This design comes from an exercise in tuning for small area and a short achievable clock period on the open sky130 flow, not from production work. Only simulation tests tie the RTL to the original design; equivalence was not proved. No activity file was given, so power comes from the tool's default toggle rates.

v35:
// arrmul
module arrmul (
  input  logic         clk,
  input  logic         reset,
  input  logic [0:127] reg_A,
  input  logic [0:127] reg_B,
  input  logic [0:1]   ctrl_ww,
  input  logic [0:4]   alu_op,
  output logic [0:127] result
);
Settings: LEC_CHECK=0, CAP_MARGIN=20, CORE_MARGIN=2, CORE_UTILIZATION=40, SLEW_MARGIN=20, SYNTH_HIERARCHICAL=1; clock period 15.0 ns.
standard.sh (not shown) runs the stock make flow with config.mk's settings and CLKGATE_MAP_FILE= SYNTH_SCRIPT=/design/flow/synth_recipe.tcl, a recipe that flattens the netlist after the stock synthesis.
==> flow/flow/run.sh <==
#!/bin/bash
# Standard ORFS layout with extra make settings from flow/make_args.txt (one VAR=value per
# line): the port buffers' cell and timing-repair margins. make's full output goes to make.log.
set -euo pipefail
args=()
while IFS= read -r line; do
  [[ -z "$line" || "$line" == \#* ]] && continue
  args+=("$line")
done < flow/make_args.txt
bash standard.sh "${args[@]}" finish > make.log 2>&1
==> flow/flow/make_args.txt <==
BUFFER_PORTS_ARGS=-buffer_cell sky130_fd_sc_hd__buf_1
SETUP_SLACK_MARGIN=5.8
[inputs] v33 vs v35
# v35
export LEC_CHECK = 0
export CAP_MARGIN = 20
export CORE_MARGIN = 2
export CORE_UTILIZATION = 40
export SLEW_MARGIN = 20
export SYNTH_HIERARCHICAL = 1
create_clock -name core_clock -period 15.0 [get_ports {clk}]
# v33
export LEC_CHECK = 0
export CAP_MARGIN = 10
export CORE_MARGIN = 2
export CORE_UTILIZATION = 40
export SLEW_MARGIN = 10
export SYNTH_HIERARCHICAL = 1
create_clock -name core_clock -period 15.0 [get_ports {clk}]
==> flow/flow/make_args.txt <==
BUFFER_PORTS_ARGS=-buffer_cell sky130_fd_sc_hd__buf_1
SETUP_SLACK_MARGIN=6
--- outcome ---
Between v33 and v35, it is v33 whose setup slack is higher, by 0.10 ns. Number of combinational gates with multiple inputs across v35 and v33: no real change. v35 has a lower logic gate share of total power than v33. | met3 routing resource usage after global routing | v33 vs v35 | 0.64 points higher |.
#### Input delta (v28 over v33)
# v33
export LEC_CHECK = 0
export CAP_MARGIN = 10
export CORE_MARGIN = 2
export CORE_UTILIZATION = 40
export SLEW_MARGIN = 10
export SYNTH_HIERARCHICAL = 1
create_clock -name core_clock -period 15.0 [get_ports {clk}]
# v28
export LEC_CHECK = 0
export CAP_MARGIN = 20
export CORE_MARGIN = 2
export CORE_UTILIZATION = 45
export SLEW_MARGIN = 20
export SYNTH_HIERARCHICAL = 1
create_clock -name core_clock -period 15.0 [get_ports {clk}]
### Flow results
| fmax | lower: v33 |
Total non-filler cell area in the finished layout deteriorates in v28 relative to v33.
Comparing arrival time at the worst endpoint for v33 and v28, the smaller number came from v28.
Routed wire length ends up higher on v28.
NOTE: count of vias placed by the detailed router in v28 exceeds that of v33
A slowest stage cell on the critical path of a22oi_1 is what v33 shows, while fa_1 belongs to v28.
Hold slack for v28: 0.074 ns up relative to v33
Changes in v1 relative to v28:
# v28
export LEC_CHECK = 0
export CAP_MARGIN = 20
export CORE_MARGIN = 2
export CORE_UTILIZATION = 45
export SLEW_MARGIN = 20
export SYNTH_HIERARCHICAL = 1
create_clock -name core_clock -period 15.0 [get_ports {clk}]
# v1
export LEC_CHECK = 0
export CAP_MARGIN = 20
export CORE_MARGIN = 2
export CORE_UTILIZATION = 40
export GPL_TIMING_DRIVEN = 0
export SLEW_MARGIN = 20
export SYNTH_HIERARCHICAL = 1
create_clock -name core_clock -period 15.0 [get_ports {clk}]
Results
The lower die area of v1 and v28 is in v28.
v28 has lower fraction of power consumed by combinational cells than v1.
Summary of v1 over v28: final count of hold timing violations held steady, non-clock buffer count grew by 209.
The sequential share of layout area number comes out higher for v28 vs v1.
Going from v28 to v1, final cell count without fillers grows by about 8%.
Comparing v1 and v28, the higher wire length reported by the detailed router is on v1.
Side by side, design area turned out higher in v1 than in v28.
Here is what was changed in the inputs of v26 compared with v1.
# v1
export LEC_CHECK = 0
export CAP_MARGIN = 20
export CORE_MARGIN = 2
export CORE_UTILIZATION = 40
export GPL_TIMING_DRIVEN = 0
export SLEW_MARGIN = 20
export SYNTH_HIERARCHICAL = 1
create_clock -name core_clock -period 15.0 [get_ports {clk}]
# v26
export LEC_CHECK = 0
export CAP_MARGIN = 20
export CORE_MARGIN = 2
export CORE_UTILIZATION = 40
export GPL_ROUTABILITY_DRIVEN = 0
export SLEW_MARGIN = 20
export SYNTH_HIERARCHICAL = 1
create_clock -name core_clock -period 15.0 [get_ports {clk}]
[summary]
- Number of filler cells placed in the layout: v26 vs v1 up 287
- Going from v1 to v26, fraction of area in clock buffers and inverters now sits at about the same level; fraction of standard cell area that is sequential now sits higher; global-route usage now sits lower; count of placed standard cells in the final layout, fillers left out now sits lower; critical path depth now sits lower.
- Maximum frequency: v26 vs v1 up 0.0034 GHz
- The wire length number comes out lower for v26 vs v1.
- [compare] base=v1 new=v26: number of non-clock buffers decreased 273; via count decreased about 4%.
Input-level comparison between v13 and v26:
# v26
export LEC_CHECK = 0
export CAP_MARGIN = 20
export CORE_MARGIN = 2
export CORE_UTILIZATION = 40
export GPL_ROUTABILITY_DRIVEN = 0
export SLEW_MARGIN = 20
export SYNTH_HIERARCHICAL = 1
create_clock -name core_clock -period 15.0 [get_ports {clk}]
# v13
export LEC_CHECK = 0
export CAP_MARGIN = 20
export CORE_MARGIN = 2
export CORE_UTILIZATION = 60
export PLACE_DENSITY = 0.72
export SLEW_MARGIN = 20
export SYNTH_HIERARCHICAL = 1
create_clock -name core_clock -period 15.0 [get_ports {clk}]
==> flow/flow/make_args.txt <==
BUFFER_PORTS_ARGS=-buffer_cell sky130_fd_sc_hd__buf_1
SETUP_SLACK_MARGIN=7
Findings:
The higher fraction of layout instances using a drive strength above 1 of v13 and v26 is in v13.
Measured against each other, v13 and v26 differ in met3 layer usage reported by global route, the lower figure coming from v26.
v13 ended up with a higher global-route usage than v26 did.
Against v26, worst hold slack in v13 came out better.
Relative to v26, the die area measured on v13 has decreased by more than a quarter.
Max final worst-path cycle share across v13 and v26: v13

afterwards: timing with drivers on the ports:
In the flow no input, the clock included, has a driving cell. The finished layouts below were timed again as built, in two steps. Step 1 (the two cells are an assumption about what drives the block):
set clk [get_ports {clk}]
set_driving_cell -lib_cell sky130_fd_sc_hd__clkbuf_16 $clk
set_driving_cell -lib_cell sky130_fd_sc_hd__buf_2 [delete_from_list [all_inputs] $clk]
Step 2, shift: input delay + t, output delay - t, t = (earliest + latest rising clock arrival at the registers) / 2. This alone moves slack from input paths to output paths. Three values: ideal, step 1, step 2; two values: the first two.
run	t (ns)	slack for setup (ns)	hold WS [ns]	worst register clock-pin slew, ns
v35	0.579	5.973 / 5.982 / 5.403	2.560 / 2.514 / 3.093	0.09 / 0.09
v33	0.573	6.076 / 6.124 / 5.551	2.476 / 2.430 / 3.003	0.08 / 0.08
v28	0.562	6.136 / 5.985 / 5.423	2.550 / 2.505 / 3.067	0.08 / 0.08
v1	0.573	5.861 / 5.871 / 5.298	2.377 / 2.326 / 2.898	0.08 / 0.08
v26	0.569	6.139 / 6.186 / 5.617	2.484 / 2.438 / 3.007	0.08 / 0.08
v13	0.552	6.106 / 5.988 / 5.436	2.661 / 2.621 / 3.173	0.08 / 0.08
After both steps setup and hold are still met in every run listed. For v28, which loses most, drivers alone change the setup slack by -0.151 ns; drivers and shift together by -0.713 ns.
